This design comes from an exercise in tuning for small area, a short achievable clock period and few clock cycles per item on the open sky130 flow, not from production work.
The RTL was checked by simulation tests, not by an equivalence proof against the original design.

==> v27 <==
Design bitmap_first_fit_allocator_top, start of the top module:
module bitmap_first_fit_allocator_top
(
  input  logic        clk,
  input  logic        rst_n,
  input  logic        in_tvalid,
  output logic        in_tready,
  input  logic [31:0] in_tdata,    
  input  logic [1:0]  in_tuser,    
  output logic        out_tvalid,
  input  logic        out_tready,
  output logic [31:0] out_tdata,   
  output logic [1:0]  out_tuser,   
  input  logic        cfg_wr_en,
  input  logic [13:0] cfg_wr_data
);
make LEC_CHECK=0 CAP_MARGIN=20 CORE_MARGIN=2 CORE_UTILIZATION=30 SLEW_MARGIN=20 SYNTH_HIERARCHICAL=1 finish   # period 6.0 ns
run.sh (not shown) runs the stock make flow with config.mk's settings and CLKGATE_MAP_FILE= SYNTH_SCRIPT=/design/flow/synth_recipe.tcl, a recipe that flattens the netlist after the stock synthesis.
==> inputs of v26, as changes to v27 <==
--- a/flow/design.v
+++ b/flow/design.v
@@ -47,53 +47,12 @@
       end
     end
     below = p;
   end
   assign onehot_o = below & ~word_i;
 endmodule
-module bffa_pri
-(
-  input  logic [MAP_WORDS-1:0] vec_i,
-  output logic                 any_o,
-  output logic [ADDR_W-1:0]    idx_o
-);
-  localparam int G = 8;
-  localparam int NG = MAP_WORDS / G;
-  logic [NG-1:0]   g_any;
-  logic [NG-1:0]   g_first;
-  logic [G-1:0]    lo_first [NG];
-  logic [2:0]      lo_idx [NG];
-  always_comb begin
-    logic seen;
-    for (int g = 0; g < NG; g++) begin
-      g_any[g] = |vec_i[g*G +: G];
-    end
-    seen = 1'b0;
-    for (int g = 0; g < NG; g++) begin
-      g_first[g] = g_any[g] & ~seen;
-      seen       = seen | g_any[g];
-    end
-    any_o = seen;
-    for (int g = 0; g < NG; g++) begin
-      logic s2;
-      s2 = 1'b0;
-      for (int i = 0; i < G; i++) begin
-        lo_first[g][i] = vec_i[g*G+i] & ~s2;
-        s2             = s2 | vec_i[g*G+i];
-      end
-      lo_idx[g] = '0;
-      for (int i = 0; i < G; i++) begin
-        if (lo_first[g][i]) lo_idx[g] = lo_idx[g] | 3'(i);
-      end
-    end
-    idx_o = '0;
-    for (int g = 0; g < NG; g++) begin
-      if (g_first[g]) idx_o = idx_o | {3'(g), lo_idx[g]};
-    end
-  end
-endmodule
 import bffa_pkg::*;
 module bffa_ram
 (
   input  logic                 clk,
   input  logic [MAP_WORDS-1:0] rd_sel,
   output logic [WORD_BITS-1:0] rd_data,
@@ -146,33 +105,31 @@
   logic [IDX_W-1:0]     c_idx_r;       
   logic                 c_ok_r;        
   logic [FIELD_W-1:0]   c_cval_r;
   logic                 cw_v_r;
   logic [ADDR_W-1:0]    cw_r;
   logic [WORD_BITS-1:0] cwd_r;
-  logic                 nx_v_r;
-  logic [ADDR_W-1:0]    nx_r;
   logic                 out_valid_r;
   logic [FIELD_W-1:0]   out_alloc_r;
   logic [CODE_W-1:0]    out_stat_r;
   logic [FIELD_W-1:0]   out_cnt_r;
   logic                 in_fire;
   logic                 exec;
   logic [FIELD_W-1:0]   in_number;
   logic [FIELD_W-1:0]   in_num_m1;
   logic                 is_alloc, is_free, is_pre, is_load;
   logic [ADDR_W-1:0]    n_word;
+  logic [MAP_WORDS-1:0] wsn;
   logic [WORD_BITS-1:0] bsn;
-  logic                 hit_cw, hit_nx;
-  logic                 below_cw, below_nx;
+  logic                 hit_cw;
+  logic                 below_cw;
   logic [MAP_WORDS-1:0] full;
-  logic [MAP_WORDS-1:0] after_nx;
-  logic                 nx2_v;
-  logic [ADDR_W-1:0]    nx2;
-  logic                 use_nx;
-  logic [ADDR_W-1:0]    rd_word;
+  logic [MAP_WORDS-1:0] nxt_cand;
+  logic [MAP_WORDS-1:0] nxt;
+  logic                 nxt_v;
+  logic [ADDR_W-1:0]    nxt_idx;
   logic [MAP_WORDS-1:0] rd_sel;
   logic [WORD_BITS-1:0] rd_data;
   logic [MAP_WORDS-1:0] wr_sel;
   logic [ADDR_W-1:0]    wr_word;
   logic                 do_wr;
   logic [WORD_BITS-1:0] src;
@@ -214,37 +171,62 @@
   assign is_alloc = (c_cmd_r == CMD_ALLOC);
   assign is_free  = (c_cmd_r == CMD_FREE);
   assign is_pre   = (c_cmd_r == CMD_PRELOAD);
   assign is_load  = (c_cmd_r == CMD_LOAD);
   assign n_word = c_idx_r[IDX_W-1:BIT_W];
   always_comb begin
+    for (int w = 0; w < MAP_WORDS; w++) begin
+      wsn[w] = (n_word == ADDR_W'(w));
+    end
     for (int b = 0; b < WORD_BITS; b++) begin
       bsn[b] = (c_idx_r[BIT_W-1:0] == BIT_W'(b));
     end
   end
   assign hit_cw   = cw_v_r && (n_word == cw_r);
-  assign hit_nx   = nx_v_r && (n_word == nx_r);
-  assign below_cw = n_word < cw_r;
-  assign below_nx = n_word < nx_r;
+  assign below_cw = !cw_v_r || (n_word < cw_r);
   always_comb begin
     for (int w = 0; w < MAP_WORDS; w++) begin
-      after_nx[w] = !full[w] && (ADDR_W'(w) > nx_r);
+      nxt_cand[w] = !full[w] && (ADDR_W'(w) != cw_r);
+    end
+  end
+  always_comb begin
+    logic [7:0] g_any;
+    logic [7:0] g_first;
+    logic       seen;
+    for (int g = 0; g < 8; g++) begin
+      g_any[g] = |nxt_cand[g*8 +: 8];
+    end
+    seen = 1'b0;
+    for (int g = 0; g < 8; g++) begin
+      g_first[g] = g_any[g] & ~seen;
+      seen       = seen | g_any[g];
+    end
+    nxt_v = seen;
+    for (int g = 0; g < 8; g++) begin
+      logic s2;
+      s2 = 1'b0;
+      for (int i = 0; i < 8; i++) begin
+        nxt[g*8+i] = g_first[g] & nxt_cand[g*8+i] & ~s2;
+        s2         = s2 | nxt_cand[g*8+i];
+      end
     end
   end
-  bffa_pri u_pri (
-    .vec_i (after_nx),
-    .any_o (nx2_v),
-    .idx_o (nx2)
-  );
-  assign use_nx  = is_alloc || hit_cw;
-  assign rd_word = use_nx ? nx_r : n_word;
-  assign wr_word = is_alloc ? cw_r : n_word;
   always_comb begin
+    nxt_idx = '0;
     for (int w = 0; w < MAP_WORDS; w++) begin
-      rd_sel[w] = (rd_word == ADDR_W'(w));
-      wr_sel[w] = !rst_n || (do_wr && (wr_word == ADDR_W'(w)));
+      if (nxt[w]) nxt_idx = nxt_idx | ADDR_W'(w);
+    end
+  end
+  assign rd_sel = (is_alloc || hit_cw) ? nxt : wsn;
+  always_comb begin
+    if (!rst_n) begin
+      wr_sel = '1;
+    end else begin
+      for (int w = 0; w < MAP_WORDS; w++) begin
+        wr_sel[w] = do_wr && (wr_word == ADDR_W'(w));
+      end
     end
   end
   bffa_ram u_ram (
     .clk     (clk),
     .rd_sel  (rd_sel),
     .rd_data (rd_data),
@@ -271,61 +253,43 @@
       if (bsa[b]) ba_enc_p1 = ba_enc_p1 | BIT_W'(b + 1);
     end
   end
   assign cw_p1     = {1'b0, cw_r} + (ADDR_W+1)'(1);
   assign alloc_num = bsa[WORD_BITS-1] ? FIELD_W'({cw_p1, {BIT_W{1'b0}}})
                                       : FIELD_W'({cw_r, ba_enc_p1});
-  assign src   = use_nx ? cwd_r : rd_data;
+  assign src   = (is_alloc || hit_cw) ? cwd_r : rd_data;
   assign set_m = is_alloc ? bsa_ok : (is_pre ? bsn : '0);
   assign clr_m = is_free ? bsn : '0;
   always_comb begin
     if (!rst_n) begin
       wr_data = '0;
     end else begin
       wr_data = (src & ~clr_m) | set_m;
     end
   end
   assign wr_full = &wr_data;
+  assign wr_word = is_alloc ? cw_r : n_word;
   assign do_wr   = exec && (is_alloc ? alloc_ok : ((is_free || is_pre) && c_ok_r));
   always_ff @(posedge clk) begin
     if (!rst_n) begin
       cw_v_r <= 1'b1;
       cw_r   <= '0;
       cwd_r  <= '0;
-      nx_v_r <= 1'b1;
-      nx_r   <= ADDR_W'(1);
     end else if (do_wr) begin
-      if (use_nx) begin
+      if (is_alloc || hit_cw) begin
         if (wr_full) begin
-          cw_v_r <= nx_v_r;
-          cw_r   <= nx_r;
+          cw_v_r <= nxt_v;
+          cw_r   <= nxt_idx;
           cwd_r  <= rd_data;
-          nx_v_r <= nx_v_r && nx2_v;
-          nx_r   <= nx2;
         end else begin
           cwd_r  <= wr_data;
         end
-      end else if (is_pre) begin
-        if (hit_nx && wr_full) begin
-          nx_v_r <= nx2_v;
-          nx_r   <= nx2;
-        end
-      end else if (is_free) begin
-        if (!cw_v_r) begin
-          cw_v_r <= 1'b1;
-          cw_r   <= n_word;
-          cwd_r  <= wr_data;
-        end else if (below_cw) begin
-          cw_r   <= n_word;
-          cwd_r  <= wr_data;
-          nx_v_r <= 1'b1;
-          nx_r   <= cw_r;
-        end else if (!nx_v_r || below_nx) begin
-          nx_v_r <= 1'b1;
-          nx_r   <= n_word;
-        end
+      end else if (is_free && below_cw) begin
+        cw_v_r <= 1'b1;
+        cw_r   <= n_word;
+        cwd_r  <= wr_data;
       end
     end
   end
   always_comb begin
     cnt_nxt = cnt_r;
     if (is_load) begin
SYNTH_HIERARCHICAL = not set   (was 1)
==> inputs of v5, as changes to v27 <==
--- a/flow/design.v
+++ b/flow/design.v
@@ -110,17 +110,25 @@
       if (wr_sel[w]) begin
         mem[w]    <= wr_data;
         full_r[w] <= wr_full;
       end
     end
   end
+  logic [WORD_BITS-1:0] rd_l1 [MAP_WORDS/4];
+  logic [WORD_BITS-1:0] rd_l2 [MAP_WORDS/16];
   always_comb begin
-    rd_data = '0;
-    for (int w = 0; w < MAP_WORDS; w++) begin
-      rd_data = rd_data | (mem[w] & {WORD_BITS{rd_sel[w]}});
+    for (int k = 0; k < MAP_WORDS / 4; k++) begin
+      rd_l1[k] = (mem[4*k]   & {WORD_BITS{rd_sel[4*k]}})
+               | (mem[4*k+1] & {WORD_BITS{rd_sel[4*k+1]}})
+               | (mem[4*k+2] & {WORD_BITS{rd_sel[4*k+2]}})
+               | (mem[4*k+3] & {WORD_BITS{rd_sel[4*k+3]}});
+    end
+    for (int k = 0; k < MAP_WORDS / 16; k++) begin
+      rd_l2[k] = rd_l1[4*k] | rd_l1[4*k+1] | rd_l1[4*k+2] | rd_l1[4*k+3];
     end
+    rd_data = rd_l2[0] | rd_l2[1] | rd_l2[2] | rd_l2[3];
   end
   assign full_o = full_r;
 endmodule
 import bffa_pkg::*;
 module bitmap_first_fit_allocator_top
 (
@@ -139,21 +147,24 @@
 );
   localparam int SZ_W  = ADDR_W + BIT_W + 1;    
   localparam int IDX_W = ADDR_W + BIT_W;        
   logic [SZ_W-1:0]      size_r;
   logic [FIELD_W-1:0]   cnt_r;
   logic                 c_valid_r;
-  logic [CODE_W-1:0]    c_cmd_r;
+  logic                 c_alloc_r, c_free_r, c_pre_r, c_load_r;
   logic [IDX_W-1:0]     c_idx_r;       
   logic                 c_ok_r;        
   logic [FIELD_W-1:0]   c_cval_r;
+  logic [MAP_WORDS-1:0] c_wsel_r;      
   logic                 cw_v_r;
   logic [ADDR_W-1:0]    cw_r;
   logic [WORD_BITS-1:0] cwd_r;
   logic                 nx_v_r;
   logic [ADDR_W-1:0]    nx_r;
+  logic                 stale_r;       
+  logic                 rd_nx_r;       
   logic                 out_valid_r;
   logic [FIELD_W-1:0]   out_alloc_r;
   logic [CODE_W-1:0]    out_stat_r;
   logic [FIELD_W-1:0]   out_cnt_r;
   logic                 in_fire;
   logic                 exec;
@@ -166,17 +177,16 @@
   logic                 below_cw, below_nx;
   logic [MAP_WORDS-1:0] full;
   logic [MAP_WORDS-1:0] after_nx;
   logic                 nx2_v;
   logic [ADDR_W-1:0]    nx2;
   logic                 use_nx;
-  logic [ADDR_W-1:0]    rd_word;
+  logic                 fill_a, fill_p;
   logic [MAP_WORDS-1:0] rd_sel;
   logic [WORD_BITS-1:0] rd_data;
   logic [MAP_WORDS-1:0] wr_sel;
-  logic [ADDR_W-1:0]    wr_word;
   logic                 do_wr;
   logic [WORD_BITS-1:0] src;
   logic [WORD_BITS-1:0] set_m;
   logic [WORD_BITS-1:0] clr_m;
   logic [WORD_BITS-1:0] wr_data;
   logic                 wr_full;
@@ -186,13 +196,13 @@
   logic                 cw_below, cw_at;
   logic                 alloc_ok;
   logic [BIT_W-1:0]     ba_enc_p1;
   logic [ADDR_W:0]      cw_p1;
   logic [FIELD_W-1:0]   alloc_num;
   logic [FIELD_W-1:0]   cnt_nxt;
-  assign exec      = c_valid_r && (!out_valid_r || out_tready);
+  assign exec      = c_valid_r && !stale_r && (!out_valid_r || out_tready);
   assign in_tready = !c_valid_r || exec;
   assign in_fire   = in_tvalid && in_tready;
   assign in_number = in_tdata[FIELD_W-1:0];
   assign in_num_m1 = in_number - FIELD_W'(1);
   always_ff @(posedge clk) begin
     if (!rst_n) begin
@@ -202,22 +212,28 @@
     end else if (exec) begin
       c_valid_r <= 1'b0;
     end
   end
   always_ff @(posedge clk) begin
     if (in_fire) begin
-      c_cmd_r  <= in_tuser;
+      c_alloc_r <= (in_tuser == CMD_ALLOC);
+      c_free_r  <= (in_tuser == CMD_FREE);
+      c_pre_r   <= (in_tuser == CMD_PRELOAD);
+      c_load_r  <= (in_tuser == CMD_LOAD);
       c_idx_r  <= in_num_m1[IDX_W-1:0];
       c_ok_r   <= (in_number != '0) && (in_number <= FIELD_W'(size_r));
       c_cval_r <= in_tdata[2*FIELD_W-1:FIELD_W];
+      for (int w = 0; w < MAP_WORDS; w++) begin
+        c_wsel_r[w] <= (in_num_m1[IDX_W-1:BIT_W] == ADDR_W'(w));
+      end
     end
   end
-  assign is_alloc = (c_cmd_r == CMD_ALLOC);
-  assign is_free  = (c_cmd_r == CMD_FREE);
-  assign is_pre   = (c_cmd_r == CMD_PRELOAD);
-  assign is_load  = (c_cmd_r == CMD_LOAD);
+  assign is_alloc = c_alloc_r;
+  assign is_free  = c_free_r;
+  assign is_pre   = c_pre_r;
+  assign is_load  = c_load_r;
   assign n_word = c_idx_r[IDX_W-1:BIT_W];
   always_comb begin
     for (int b = 0; b < WORD_BITS; b++) begin
       bsn[b] = (c_idx_r[BIT_W-1:0] == BIT_W'(b));
     end
   end
@@ -232,19 +248,17 @@
   end
   bffa_pri u_pri (
     .vec_i (after_nx),
     .any_o (nx2_v),
     .idx_o (nx2)
   );
-  assign use_nx  = is_alloc || hit_cw;
-  assign rd_word = use_nx ? nx_r : n_word;
-  assign wr_word = is_alloc ? cw_r : n_word;
+  assign use_nx = rd_nx_r;
   always_comb begin
     for (int w = 0; w < MAP_WORDS; w++) begin
-      rd_sel[w] = (rd_word == ADDR_W'(w));
-      wr_sel[w] = !rst_n || (do_wr && (wr_word == ADDR_W'(w)));
+      rd_sel[w] = use_nx ? (nx_r == ADDR_W'(w)) : c_wsel_r[w];
+      wr_sel[w] = !rst_n || (do_wr && (is_alloc ? (cw_r == ADDR_W'(w)) : c_wsel_r[w]));
     end
   end
   bffa_ram u_ram (
     .clk     (clk),
     .rd_sel  (rd_sel),
     .rd_data (rd_data),
@@ -271,42 +285,58 @@
       if (bsa[b]) ba_enc_p1 = ba_enc_p1 | BIT_W'(b + 1);
     end
   end
   assign cw_p1     = {1'b0, cw_r} + (ADDR_W+1)'(1);
   assign alloc_num = bsa[WORD_BITS-1] ? FIELD_W'({cw_p1, {BIT_W{1'b0}}})
                                       : FIELD_W'({cw_r, ba_enc_p1});
-  assign src   = use_nx ? cwd_r : rd_data;
+  assign src   = is_alloc ? cwd_r : rd_data;
   assign set_m = is_alloc ? bsa_ok : (is_pre ? bsn : '0);
   assign clr_m = is_free ? bsn : '0;
   always_comb begin
     if (!rst_n) begin
       wr_data = '0;
     end else begin
       wr_data = (src & ~clr_m) | set_m;
     end
   end
   assign wr_full = &wr_data;
-  assign do_wr   = exec && (is_alloc ? alloc_ok : ((is_free || is_pre) && c_ok_r));
+  assign fill_a  = &(cwd_r | bsa);
+  assign fill_p  = &(cwd_r | bsn);
+  assign do_wr   = exec && (is_alloc ? cw_v_r : ((is_free || is_pre) && c_ok_r));
   always_ff @(posedge clk) begin
     if (!rst_n) begin
-      cw_v_r <= 1'b1;
-      cw_r   <= '0;
-      cwd_r  <= '0;
-      nx_v_r <= 1'b1;
-      nx_r   <= ADDR_W'(1);
+      cw_v_r  <= 1'b1;
+      cw_r    <= '0;
+      cwd_r   <= '0;
+      nx_v_r  <= 1'b1;
+      nx_r    <= ADDR_W'(1);
+      stale_r <= 1'b0;
+    end else if (stale_r) begin
+      cw_v_r  <= nx_v_r;
+      cw_r    <= nx_r;
+      cwd_r   <= rd_data;
+      nx_v_r  <= nx_v_r && nx2_v;
+      nx_r    <= nx2;
+      stale_r <= 1'b0;
     end else if (do_wr) begin
-      if (use_nx) begin
-        if (wr_full) begin
+      if (is_alloc) begin
+        if (fill_a && alloc_ok) begin
           cw_v_r <= nx_v_r;
           cw_r   <= nx_r;
           cwd_r  <= rd_data;
           nx_v_r <= nx_v_r && nx2_v;
           nx_r   <= nx2;
         end else begin
           cwd_r  <= wr_data;
         end
+      end else if (hit_cw) begin
+        if (is_pre && fill_p) begin
+          stale_r <= 1'b1;
+        end else begin
+          cwd_r   <= wr_data;
+        end
       end else if (is_pre) begin
         if (hit_nx && wr_full) begin
           nx_v_r <= nx2_v;
           nx_r   <= nx2;
         end
       end else if (is_free) begin
@@ -323,12 +353,20 @@
           nx_v_r <= 1'b1;
           nx_r   <= n_word;
         end
       end
     end
   end
+  always_ff @(posedge clk) begin
+    if (!rst_n) begin
+      rd_nx_r <= 1'b0;
+    end else begin
+      rd_nx_r <= (!stale_r && do_wr && !is_alloc && hit_cw && is_pre && fill_p)
+              || (in_fire ? (in_tuser == CMD_ALLOC) : c_alloc_r);
+    end
+  end
   always_comb begin
     cnt_nxt = cnt_r;
     if (is_load) begin
       cnt_nxt = c_cval_r;
     end else if (is_alloc) begin
       if (alloc_ok && cnt_r != '0) cnt_nxt = cnt_r - FIELD_W'(1);
CORE_UTILIZATION = 50   (was 30)
SETUP_SLACK_MARGIN = 1.5   (was not set)
==> results by group <==
Place
  – Placed cells: approximately 15,000
  – Dpl hpwl: 880,000 um

Clocking
  – CTS Buffer Depth: 4
  – Post-CTS setup buffer count: between 100 and 150

Outcome
  – Stopped at: 5_1_grt
  – Tool Error: [ERROR GRT-0116] Global routing finished with congestion. Check the congestion regions in the DRC Viewer.
  – Status: stopped before the end

Die
  – Starting Density: between 30% and 40%
the above is filed under v26

==> results by group <==
Outcome
  – Status: finished clean

Clocking
  – CTS Buffer Depth: 3
  – Post-CTS setup buffer count: 218

Place
  – Placed cells: about 8,300

Die
  – Starting Density: approximately half
the above is filed under v5

==> results by group <==
Outcome
  – Status: complete, but fails checks
  – Failed Checks: negative setup slack

Clocking
  – CTS Buffer Depth: 3
  – Post-CTS setup buffer count: 12

Critical path
  – Most used cell, CP: buf_4

Place
  – Dpl hpwl: roughly 190,000 um

STA
  – Final setup violating endpoints: 6
  – Fin worst setup slack: -47.5 ps

Die
  – Starting Density: between 30% and 40%
the above is filed under v27

Testbench counts of v27, summed over its fixed seeds: cycles 12,008, commands 12,000.
Testbench counts of v26, summed over its fixed seeds: cycles 12,008, commands 12,000.
Testbench counts of v5, summed over its fixed seeds: cycles 12,008, commands 12,000.

-- separate check: timing with driven ports --
How much do the figures lean on ideal ports? The routed layouts below were timed once more, with nothing changed but the port constraints.
Step 1: set_driving_cell puts a clkbuf_16 on clk and a buf_2 on each other input, an assumption about the parent block.
Step 2 adds t to the input delays and takes it off the output delays; t is the mean of the earliest and latest rising clock arrival at the registers after step 1. Input paths then give back, and output paths get back, about the clock's delay inside the block.
a / b / c = ideal / step 1 / step 2; a / b = the first two.
| run | t, ns | setup WS [ns] | worst slew at a driven data input, ns | pins driven straight from the clock port |
|---|---|---|---|---|
| v27 | 0.944 | -0.048 / -0.047 / -0.047 | 0.07 | 1 |
| v5 | 0.942 | 1.080 / 1.080 / 0.898 | 0.07 | 1 |
For v5, which loses most, drivers alone change the setup slack by 0.000 ns; drivers and shift together by -0.182 ns.
